Context: an optimization exercise on an open-source flow, tuned for small area, a short achievable clock period and few clock cycles per item. The choices shown serve that exercise and are no tape-out recipe.
Function was checked by simulation only, so behaviour that the tests miss may differ from the original.
No activity file was given, so power comes from the tool's default toggle rates.

== the baseline ==
==> flow/design.v (excerpt) <==
module indexed_deque_buffer (
  input  logic                           clk,
  input  logic                           rst,
  input  logic                           s_tvalid,
  output logic                           s_tready,
  input  logic [idb_pkg::IN_DATA_W-1:0]  s_tdata,
  input  logic [idb_pkg::IN_USER_W-1:0]  s_tuser,
  output logic                           m_tvalid,
  input  logic                           m_tready,
  output logic [idb_pkg::OUT_DATA_W-1:0] m_tdata
);
Settings: LEC_CHECK=0, CAP_MARGIN=20, CORE_MARGIN=2, CORE_UTILIZATION=70, CTS_CLUSTER_DIAMETER=50, CTS_CLUSTER_SIZE=25, SETUP_SLACK_MARGIN=3.5, SLEW_MARGIN=20; clock period 6.0 ns.
standard.sh (not shown) runs the stock make flow with config.mk's settings and CLKGATE_MAP_FILE= SYNTH_SCRIPT=/design/flow/synth_recipe.tcl, a recipe that flattens the netlist after the stock synthesis.
==> flow/flow/run.sh <==
#!/bin/bash
export BUFFER_PORTS_ARGS="-buffer_cell sky130_fd_sc_hd__buf_4"
bash standard.sh > standard.log 2>&1
Testbench counts of the baseline, summed over its fixed seeds: cycles 12,310, ops 12,000.
Modified inputs, the candidate compared to the baseline
==> flow/run.sh (new file) <==
#!/bin/bash
# synth_recipe.tcl (not shown) runs the flow's synth.tcl, then flattens the netlist and writes it again
# the make line also repeats each setting of config.mk as NAME=value (left out here)
make -C /OpenROAD-flow-scripts/flow DESIGN_CONFIG=/design/flow/config.mk WORK_HOME=/design/flow/orfs CLKGATE_MAP_FILE= SYNTH_SCRIPT=/design/flow/synth_recipe.tcl finish
removed: flow/flow/run.sh
removed: flow/standard.sh
The baseline completed end to end with timing, DRC and antenna clean. The candidate: all stages complete, timing, DRC and antenna checks passed. There was hardly any difference in count of placed standard cells including taps between the baseline and the candidate. From the baseline to the candidate the numbers moved as follows: share of flip-flops with an asynchronous set or reset after synthesis neither gained nor lost much; sequential cell area in the final layout neither gained nor lost much; design area picked up an extra about 1.2%; pre-CTS setup slack lost 0.47 ns; net switching power of the design picked up an extra about 2%. Area growth from synthesis to layout ends up lower on the baseline.

* * *

Setup of ember:
indexed_deque_buffer, a different RTL version from the one above (not shown whole).
Size: ~94 I/O pins, about 32000 sq um of cells after synthesis.
## indexed_deque_buffer
module indexed_deque_buffer (
  input  logic                           clk,
  input  logic                           rst,
  input  logic                           s_tvalid,
  output logic                           s_tready,
  input  logic [idb_pkg::IN_DATA_W-1:0]  s_tdata,
  input  logic [idb_pkg::IN_USER_W-1:0]  s_tuser,
  output logic                           m_tvalid,
  input  logic                           m_tready,
  output logic [idb_pkg::OUT_DATA_W-1:0] m_tdata
);
Settings: LEC_CHECK=0, CAP_MARGIN=20, CORE_MARGIN=2, CORE_UTILIZATION=70, CTS_CLUSTER_DIAMETER=50, CTS_CLUSTER_SIZE=25, SETUP_SLACK_MARGIN=3.5, SLEW_MARGIN=20; clock period 6.0 ns.
==> flow/flow/run.sh <==
#!/bin/bash
# The standard layout (standard.sh: standard synthesis, floorplan,
# placement, CTS, routing), with one change: the port buffers that
# buffer_ports inserts are sky130_fd_sc_hd__buf_4 instead of the delay
# buffers it picks by default. Every port still gets its buffer.
# The tools' full output goes to standard.log here; ORFS keeps its per-step
# logs under orfs/logs.
set -euo pipefail
export BUFFER_PORTS_ARGS="-buffer_cell sky130_fd_sc_hd__buf_4"
bash standard.sh > standard.log 2>&1
Testbench counts of ember, summed over its fixed seeds: cycles 12,310, ops 12,000.
Setup changes, ember to yarrow
==> flow/run.sh (new file) <==
#!/bin/bash
# synth_recipe.tcl (not shown) runs the flow's synth.tcl, then flattens the netlist and writes it again
# the make line also repeats each setting of config.mk as NAME=value (left out here)
make -C /OpenROAD-flow-scripts/flow DESIGN_CONFIG=/design/flow/config.mk WORK_HOME=/design/flow/orfs CLKGATE_MAP_FILE= SYNTH_SCRIPT=/design/flow/synth_recipe.tcl finish
removed: flow/flow/run.sh
removed: flow/standard.sh
[summary]
Going from ember to yarrow, clock transition at the register clock pins on the worst setup and hold paths after CTS ~0 delta, multi-input combinational area share ~0 delta. yarrow ends up with a switching share of power that is 0.43 points higher than in ember. Between ember and yarrow, the power does not differ in any meaningful way. Wire length reported by the detailed router: yarrow < ember. Buffer share of cell area, yarrow and ember, lower one = ember.
diff inputs: yarrow => violet
- a change of CORE_UTILIZATION from 70 to 75
==> flow/flow/run.sh (new file) <==
#!/bin/bash
# The standard layout (standard.sh: standard synthesis, floorplan,
# placement, CTS, routing), with one change: the port buffers that
# buffer_ports inserts are sky130_fd_sc_hd__buf_2 instead of the delay
# buffers it picks by default. Every port still gets its buffer.
# The tools' full output goes to standard.log here; ORFS keeps its per-step
# logs under orfs/logs.
set -euo pipefail
export BUFFER_PORTS_ARGS="-buffer_cell sky130_fd_sc_hd__buf_2"
bash standard.sh > standard.log 2>&1
==> flow/standard.sh (new file) <==
#!/bin/bash
# synth_recipe.tcl (not shown) runs the flow's synth.tcl, then flattens the netlist and writes it again
# the make line also repeats each setting of config.mk as NAME=value (left out here)
make -C /OpenROAD-flow-scripts/flow DESIGN_CONFIG=/design/flow/config.mk WORK_HOME=/design/flow/orfs CLKGATE_MAP_FILE= SYNTH_SCRIPT=/design/flow/synth_recipe.tcl "${@:-finish}"
removed: flow/run.sh
Notes after the runs:
violet completed; timing, DRC and antenna clean
Comparing violet and yarrow, switching power as a share of total power is higher on yarrow.
Compared to yarrow, violet has width of the chip about 3.3% lower.
yarrow -> violet: combinational power decreased by a few percent
Between violet and yarrow, the number of clock sinks does not differ in any meaningful way.
violet against yarrow; via count is up slightly.
When violet is set beside yarrow, its starting density of the core turns out to be 4.4 points larger.
Compared with yarrow, in violet critical path depth has decreased, number of buffer and inverter stages on the critical path has decreased.
Between violet and yarrow, the area overhead of the layout relative to synthesis is lower for violet.
The power share of the sequential group reported for violet is greater than that of yarrow by 0.5 points.
On met1 layer wirelength in the final routing, the lower figure sits with violet, not yarrow.

[re-timing with driven ports]
In the flow no input, the clock included, has a driving cell. The finished layouts below were timed again as built, in two steps.
Step 1 (the two cells are an assumption about what drives the block):
set clk [get_ports {clk}]
set_driving_cell -lib_cell sky130_fd_sc_hd__clkbuf_16 $clk
set_driving_cell -lib_cell sky130_fd_sc_hd__buf_2 [delete_from_list [all_inputs] $clk]
Step 2 moves the port delays by t, midway between the first and last clock arrival at a register: inputs arrive t later, outputs are due t later. That takes back most of the time a late clock gives input paths.
Slacks: no drivers / after step 1 / after step 2; pairs: no drivers / after step 1.
| run | t (ns) | setup WS [ns] | hold slack, ns |
|---|---|---|---|
| the baseline | 0.676 | 3.293 / 3.313 / 2.637 | 0.348 / 0.348 / 0.348 |
| the candidate | 0.674 | 3.105 / 3.123 / 2.449 | 0.338 / 0.338 / 0.338 |
| ember | 0.683 | 3.426 / 3.446 / 2.763 | 0.329 / 0.329 / 0.329 |
| yarrow | 0.684 | 3.429 / 3.436 / 2.752 | 0.345 / 0.345 / 0.345 |
| violet | 0.681 | 3.401 / 3.412 / 2.730 | 0.347 / 0.347 / 0.347 |
After both steps setup and hold are still met in every run listed. For yarrow, which loses most, drivers alone change the setup slack by +0.007 ns; drivers and shift together by -0.677 ns.
